This is an optimization exercise on Yosys and OpenROAD, whose aim is small area, a short achievable clock period and few clock cycles, not a production implementation. Function was checked by simulation only, so behaviour that the tests miss may differ from the original. Power is estimated from default activity; no workload was simulated.

job 2199:
==> flow/design.v (excerpt) <==
module mipsCpuBus (
    input logic clk,
    input logic reset,
    output logic active,
    output cpuPkg::cpuWord registerV0,
    output cpuPkg::cpuWord address,
    output logic read,
    output logic write,
    output cpuPkg::cpuWord writedata,
    input cpuPkg::cpuWord readdata,
    input logic waitrequest
);
    function automatic logic [31:0] byteSwap(input logic [31:0] value);
        byteSwap = {value[7:0], value[15:8], value[23:16], value[31:24]};
    endfunction
    logic halted;
    logic [29:0] pcF;           
    logic pcFZero;              
    logic [29:0] pcD1;          
    logic arrive;               
    logic redirPend;            
    logic [29:0] redirTgt;
    logic redirTgtZero;
    logic memPending;           
    logic memW;
    logic [29:0] memAddr;
    cpuPkg::cpuWord memData;
    cpuPkg::regIndex mRd;       
    logic dataCycle;            
    cpuPkg::regIndex dRd;
    logic xValid;
    logic xWr;                  
    cpuPkg::regIndex xRd, xRs, xRt;
    logic xBReg;                
    logic xIsLoad, xIsStore, xIsMem;
    logic xIsJr;
    logic xBeq, xBne, xBlez, xBgtz, xBltz, xBgez, xAlways, xIsBr;
    logic xPred;                
    logic xDsF;                 
    logic [29:0] xTgt;
    cpuPkg::cpuWord xA, xB, xS;
    logic xSub, xSelSum, xSelAnd, xSelOr, xSelXor, xSelSlt, xSelSltu, xSelShift, xSelB;
    logic xShR, xShA, xVar;
    logic [4:0] xSa;
    logic drop;                 
    logic fetchEn, fetchAcc;
    assign fetchEn = !halted && !memPending && !pcFZero;
    assign fetchAcc = fetchEn && !waitrequest;
    assign address = {memPending ? memAddr : pcF, 2'b00};
    assign read = memPending ? !memW : fetchEn;
  ...
For scale: about 130 I/O pins, ~0.075 sq mm of cells after synthesis.
make LEC_CHECK=0 CAP_MARGIN=20 CORE_MARGIN=2 CORE_UTILIZATION=55 CTS_BUF_LIST=sky130_fd_sc_hd__clkbuf_8 CTS_CLUSTER_SIZE=30 SETUP_SLACK_MARGIN=5 SLEW_MARGIN=20 finish   # period 10.0 ns
run.sh (not shown) runs the stock make flow with config.mk's settings and CLKGATE_MAP_FILE= SYNTH_SCRIPT=/design/flow/synth_recipe.tcl, a recipe that flattens the netlist after the stock synthesis.
Job 2199 reached the end of the flow, and the finished layout is clean on the timing, DRC and antenna checks.
Testbench counts of job 2199, summed over its fixed seeds: cycles 66,471.
For job 3530, these inputs were changed with respect to job 2199:
==> flow/flow/run.sh (new file) <==
#!/bin/bash
# Standard ORFS layout with three changes to how it is made:
#  - timing repair aims for 6.1 ns of setup slack on every path (below the clock period),
#  - no gate cloning in repair (it left unrepaired high-fanout select nets),
#  - ports are buffered with buf_4 rather than the default delay-cell buffer.
set -euo pipefail
bash standard.sh SETUP_SLACK_MARGIN=6.1 SKIP_GATE_CLONING=1 \
    "BUFFER_PORTS_ARGS=-buffer_cell sky130_fd_sc_hd__buf_4" > standard_flow.log 2>&1
==> flow/standard.sh (new file) <==
#!/bin/bash
# synth_recipe.tcl (not shown) runs the flow's synth.tcl, then flattens the netlist and writes it again
# the make line also repeats each setting of config.mk as NAME=value (left out here)
make -C /OpenROAD-flow-scripts/flow DESIGN_CONFIG=/design/flow/config.mk WORK_HOME=/design/flow/orfs CLKGATE_MAP_FILE= SYNTH_SCRIPT=/design/flow/synth_recipe.tcl "${@:-finish}"
-- flow/config.mk --
<<< job 2199, line 9
export CORE_MARGIN = 2
export CORE_UTILIZATION = 55
export CTS_BUF_LIST = sky130_fd_sc_hd__clkbuf_8
export CTS_CLUSTER_SIZE = 30
export SETUP_SLACK_MARGIN = 5
export SLEW_MARGIN = 20
>>> job 3530, line 9
export CORE_MARGIN = 2
export CORE_UTILIZATION = 60
export SLEW_MARGIN = 20
removed: flow/run.sh
## What came out
Job 3530 | stages: all done | timing, DRC, antenna: all pass. Clock power (job 3530 vs. job 2199) increases by more than 10%. Count of pins over their slew limit came out exactly the same in job 2199 and job 3530. Going from job 2199 to job 3530, switching part of the total closely matched the old numbers; wire length of the first global-routing pass picked up an extra 40000 um; final period utilization dropped 4.7 points. Compared with job 2199, job 3530 improves minimum setup slack in the final design. Job 3530: well tap count 131 below job 2199. Job 3530 does better than job 2199 on die area. The number of buffers created by CTS in job 3530 was lower than what job 2199 gave. From job 2199 to job 3530 the numbers moved as follows: non-clock buffer count picked up an extra 120%; x dimension of the die moved down.

[what the ideal ports hide]
The results above use ideal ports. As a check the final layouts listed here were re-extracted and re-timed, cells and wires unchanged. Step 1, drivers: a clkbuf_16 drives clk and a buf_2 each remaining input, both assumed. Step 2 moves the port delays by t, midway between the first and last clock arrival at a register: inputs arrive t later, outputs are due t later. That takes back most of the time a late clock gives input paths. a / b / c = ideal ports / drivers / drivers and shift; a / b = the first two.
run	t (ns)	slack for setup (ns)	worst setup path after step 2	latest minus earliest clock arrival (ns)	slew at the worst register clock pin (ns)
job 2199	1.067	4.915 / 4.958 / 3.891	input to register	0.078 / 0.078	0.10 / 0.10
job 3530	0.922	5.382 / 5.347 / 4.425	input to register	0.074 / 0.074	0.09 / 0.09
After both steps every run listed still meets setup and hold. For job 2199, which loses most, drivers alone change the setup slack by +0.043 ns; drivers and shift together by -1.024 ns.
